Source: an optimization exercise on an open RTL-to-GDS flow (aim: small area and a short achievable clock period). Production flows keep margins and buffers that such runs may drop.
Function was checked by simulation only, so behaviour that the tests miss may differ from the original.

## flow/design.v (module list and top-level ports; edited modules follow where they fit)
// module config_capture: 50 lines
// module iir_first_order: 2363 lines
// module iir_cpa: 277 lines
// module iir_sub24: 271 lines
// module iir_fa: 10 lines
// module iir_bsel: 9 lines
// module iir_bsel0: 7 lines
// module iir_bx: 7 lines
// module iir_bxn: 7 lines
// module iir_fa1: 9 lines
// module iir_ha: 9 lines
// module adc_path: 53 lines
// module dac_spi_serializer: 113 lines
// module servo_frontend: 37 lines
module servo_frontend (
	input  logic         clk1,
	input  logic         i_rst_n,
	input  logic [127:0] i_cfg,
	input  logic [32:0]  i_adc,
	input  logic [24:0]  i_dac,
	output logic [3:0]   o_afe,
	output logic [72:0]  o_filt,
	output logic [2:0]   o_spi,
	output logic         o_ldac_n,
	output logic         o_dac_credit
);
  // ...
==> flow/run.sh <==
#!/bin/bash
# synth_recipe.tcl (not shown) runs the flow's synth.tcl, then flattens the netlist and writes it again
# the make line also repeats each setting of config.mk as NAME=value (left out here)
make -C /OpenROAD-flow-scripts/flow DESIGN_CONFIG=/design/flow/config.mk WORK_HOME=/design/flow/orfs CLKGATE_MAP_FILE= SYNTH_SCRIPT=/design/flow/synth_recipe.tcl finish
==> flow/config.mk <==
export PLATFORM = sky130hd
export DESIGN_NAME = servo_frontend
export DESIGN_NICKNAME = servo_frontend
export VERILOG_FILES = /design/flow/design.v
export SDC_FILE = /design/flow/constraint.sdc
export NUM_CORES = 4
export LEC_CHECK = 0
export ABC_AREA = 0
export CAP_MARGIN = 20
export CORE_MARGIN = 2
export CORE_UTILIZATION = 40
export SLEW_MARGIN = 20
export SYNTH_HIERARCHICAL = 1
export SYNTH_MINIMUM_KEEP_SIZE = 0
==> flow/constraint.sdc <==
create_clock -name core_clock -period 11.5 [get_ports {clk1}]
set_input_delay 2.3000 -clock core_clock [delete_from_list [all_inputs] [get_ports {clk1}]]
set_output_delay 2.3000 -clock core_clock [all_outputs]
set_load 0.01 [all_outputs]
==> summary.txt, run 1 <==
Placed design
  • Placed Instances: 7166
  • GP Congestion: 0.903

STA
  • Final hold slack: 0.353 ns

Critical path
  • Crit path top cell by count: fa_1
  • Worst endpoint required time: 12.03 ns
  • Reg2reg end: u_adc_path.g_chan[1].u_iir.y_prev[21]$_SDFFE_PN0P_
  • CP max FO: 18

Yosys
  • Cells after Synth: 5027

Finish
  • Non-CTS buffers: 389
  • Layout area overhead: 13.2%
  • Multi-input combinational area share: 67.4%
  • Seq area share: 18.4%
  • Finished Layout Cells: 7298

Clocking
  • # H-tree levels: 3
  • Clock insertion delay at the later pin of the skew report: 0.68 ns
  • Setup Buffers After CTS: 0

Route
  • Drc violations: 0
  • 1st-pass router iterations: 6

Run
  • Max cap viols: 0

Hold path
  • Worst Hold Class: flop to flop

Run status
  • Status: no timing/DRC/antenna violations

Floorplanning
  • Full die area: 145000 µm²
  • Tap cells: 1890
  • I/O pin cnt: 270

GRT
  • Largest net degree at the start of global routing: 83
==> inputs of run 2 (changes only) <==
--- a/flow/config.mk
+++ b/flow/config.mk
@@ -9,6 +9,7 @@
 export CAP_MARGIN = 20
 export CORE_MARGIN = 2
 export CORE_UTILIZATION = 40
+export SETUP_SLACK_MARGIN = 5
 export SLEW_MARGIN = 20
 export SYNTH_HIERARCHICAL = 1
 export SYNTH_MINIMUM_KEEP_SIZE = 0
==> run 2 against run 1 <==
  * Still clean
  * Wire length grew 1.2%
  * Setup slack gained 1.1 ns
  * Register-to-register slack gained 1.1 ns
  * Critical path depth grew 2
  * Global-route usage grew 0.28 points
  * Critical path type unchanged
  * Critical endpoint is now u_adc_path.g_chan[0].u_iir.y_prev[21]$_SDFFE_PN0P_
==> summary.txt, run 2 <==
Placed design
  • GP Congestion: 0.908 (+0.58%)
  • Port Buffer Count: 251
  • DP HPWL: 130000 µm
  • Dpl ws: 3.99 ns

Critical path
  • CP Class: flop to flop
  • Reg2reg end: u_adc_path.g_chan[0].u_iir.y_prev[21]$_SDFFE_PN0P_
  • Setup crit end kind: flop
  • FF-to-FF setup slack: 4.98 ns
  • R2R Path Start: u_adc_path.g_chan[0].u_iir.y_prev[12]$_SDFFE_PN0P_
  • Crit start category: flop
  • Critical path arrival: 7.06 ns
  • Worst endpoint required time: 12.04 ns (about the same)
  • Reg2Reg Depth: 25
  • CP max FO: 5 (-13)

STA
  • Max Transition Viols Final: 0
  • Sum of negative setup slack: 0 ns
  • Clk_skew: 0.0235 ns
  • Period minus WS final: 6.52 ns
  • Final period util: 56.7%
  • Final setup viols: 0
  • Worst Tran Pin Value: 1.11 ns
  • Max Freq: 153 MHz
  • Final setup margin: 4.98 ns
  • Slew headroom: 25.9%
  • Final hold vios: 0
  • RSZ-0062 raised after global routing: true

Route
  • Overall via count from detail_route: 44.7k
  • DR WL/cell: 26.3 µm
  • 1st-pass router iterations: 6 (unchanged)
  • Drc violations: 0 (unchanged)
  • Initial DRC count: 5132
  • Routed Antenna Nets: 0
  • Vias per cell: 6.04
  • WL final: 195000 µm

Hold path
  • Worst Hold Class: flop to flop
  • Hold path depth: 1
  • Hold path start: u_config_capture.b0_q[1][17]$_SDFF_PN0_
  • WHS Endpoint: u_adc_path.g_chan[1].u_iir.b0_rn[17]$_DFF_P_

Yosys
  • Mapped Nets: 6365
  • Mapped Area: 56800 µm²
  • Cells after Synth: 5027 (unchanged)
  • Synth Area per Inst: 11.3 µm²
  • Yosys warnings: 18

Clocking
  • Clock insertion delay at the later pin of the skew report: 0.69 ns (about the same)
  • CTS sink cnt: 569
  • Hold Buf Count CTS: 0
  • Root Driver: clkbuf_16
  • Total CTS buffers: 71
  • # H-tree levels: 3 (unchanged)
  • CTS clock-pin slew for the worst setup and hold paths: 0.06 ns
  • TritonCTS clock tree: built
  • Max Root-Sink Buffers: 3

Floorplanning
  • Initial core utilization: 40.2%
  • DIE HEIGHT: 381 µm
  • I/O pin cnt: 270 (unchanged)
  • Row cnt: 138
  • Chip width: 381 µm
  • Full die area: 145000 µm² (unchanged)
  • Core ar.: 141000 µm²

GRT
  • Largest net degree at the start of global routing: 76 (-8.4%)
  • Tot GR Track Use: 26.6%
  • Overall overflow remaining after global route: 0
  • First-pass GRT wire length: 295000 µm
  • Number of global-route vias before repair: 47.1k
  • Initial antenna violation count: 6

Finish
  • Leading registers by flop count: u_adc_path.g_chan.u_iir.p1_a: 64 flops, u_adc_path.g_chan.u_iir.p1_b: 64 flops, u_adc_path.g_chan.u_iir.y_prev: 48 flops
  • Layout cells sized above 1: 10.8%
  • Commonest non-fill, non-tap cell in the layout: xor2_1
  • Layout area overhead: 16.8%
  • NumNets Final: 6798
  • Highest-count cells in the layout ignoring fill and taps: xor2_1 (1019), o22ai_1 (973), fa_1 (938)

Run
  • Max cap viols: 0 (unchanged)

Run status
  • Status: no timing/DRC/antenna violations
## run 2: how the worst max path moves through the flow
stage | from | endpoint | cells past startpoint
finish | u_adc_path.g_chan[0].u_iir.y_prev[12]$_SDFFE_PN0P_ | u_adc_path.g_chan[0].u_iir.y_prev[21]$_SDFFE_PN0P_ | 25
global route | u_adc_path.g_chan[0].u_iir.y_prev[10]$_SDFFE_PN0P_ | u_adc_path.g_chan[0].u_iir.y_prev[21]$_SDFFE_PN0P_ | 23
CTS | u_adc_path.g_chan[1].u_iir.y_prev[11]$_SDFFE_PN0P_ | u_adc_path.g_chan[1].u_iir.y_prev[21]$_SDFFE_PN0P_ | 25
detailed placement | u_adc_path.g_chan[0].u_iir.a1_none[5]$_DFF_P_ | u_adc_path.g_chan[0].u_iir.y_prev[21]$_SDFFE_PN0P_ | 22
global placement | u_adc_path.g_chan[0].u_iir.a1_ntwo[2]$_DFF_P_ | u_adc_path.g_chan[0].u_iir.y_prev[21]$_SDFFE_PN0P_ | 22
floorplan | u_adc_path.g_chan[0].u_iir.x_cur[11]$_SDFFE_PN0P_ | u_adc_path.g_chan[0].u_iir.y_prev[21]$_SDFFE_PN0P_ | 17
## run 2: metrics by stage
stage                     utilization [%]  std cells  hold WS, ns  area [µm²]
after floorplan                         -       5027        0.338       56800
after global placement               43.7       7165        0.341       61700
after detailed placement             43.7       7165        0.343       61700
after CTS                            46.2       7382        0.355       65200
after global routing                 47.0       7405        0.364       66300
final                                47.0       7408        0.352       66300
## run 2: area by class of cell
| type | instances | area, µm² |
|---|---|---|
| repair buffers | 499 | 4860 |
| clock inverters | 35 | 452 |
| clock buffers | 93 | 1980 |
| well taps | 1890 | 2360 |
| fillers | 13100 | 74900 |
| inverters | 192 | 837 |
| repair inverters | 1 | 5.00 |
| flip-flops and latches | 569 | 12000 |
| diodes | 3 | 7.51 |
| multi-input cells | 4126 | 43900 |
## run 2: what timing repair did
item / CTS / global route
setup endpoints to repair: 35 / 32
setup buffers: 88 / 22
gates cloned: 1 / 1
pin swaps: 12 / 44
resized for setup: 116 / 200
## run 2: metal layers
metal / up-vias / GRT usage, % / part of all wire, %
met3: 530 / 6.13 / 9.9
li1: 18700 / - / -
met5: - / 0 / 0.082
met2: 2797 / 39.4 / 44
met4: 10 / 13.2 / 5.4
met1: 22700 / 36.4 / 41
## run 2: worst max-delay path, cell delays in order, from the launching register on
cell and delay, ns:
dfxtp_4 0.36, clkinvlp_4 0.26, o22ai_2 0.25, xor2_1 0.22, fa_1 0.48, fa_1 0.52
fa_1 0.40, fa_1 0.51, fa_1 0.45, ha_1 0.29, o21a_1 0.12, nor2_1 0.10
nor2_1 0.05, a221o_1 0.38, ha_2 0.21, o211ai_1 0.20, buf_4 0.18, a21oi_4 0.06
o211ai_1 0.18, buf_4 0.20, a211oi_2 0.11, o32a_1 0.33, a21o_1 0.19, xor2_1 0.13
mux2i_1 0.13, a21oi_1 0.08

[separate check: timing with driven ports]
The flow's constraints put no driver on any port. The routed layouts listed below were extracted and timed again, unchanged, in two steps.
Step 1: set_driving_cell puts a clkbuf_16 on clk1 and a buf_2 on each other input, an assumption about the parent block.
Step 2 moves the port delays by t, midway between the first and last clock arrival at a register: inputs arrive t later, outputs are due t later. That takes back most of the time a late clock gives input paths.
Three values: no drivers, after step 1, after step 2; two values: the first two.
run | shift t [ns] | slack for setup (ns) | latest minus earliest clock arrival (ns) | worst data-port slew with drivers (ns) | cell pins on the clock port's net
run 1 | 0.740 | 3.890 / 3.890 / 3.890 | 0.034 / 0.033 | 0.10 | 1
run 2 | 0.750 | 4.982 / 4.982 / 4.982 | 0.026 / 0.026 | 0.11 | 1
After both steps every run listed still meets setup and hold.
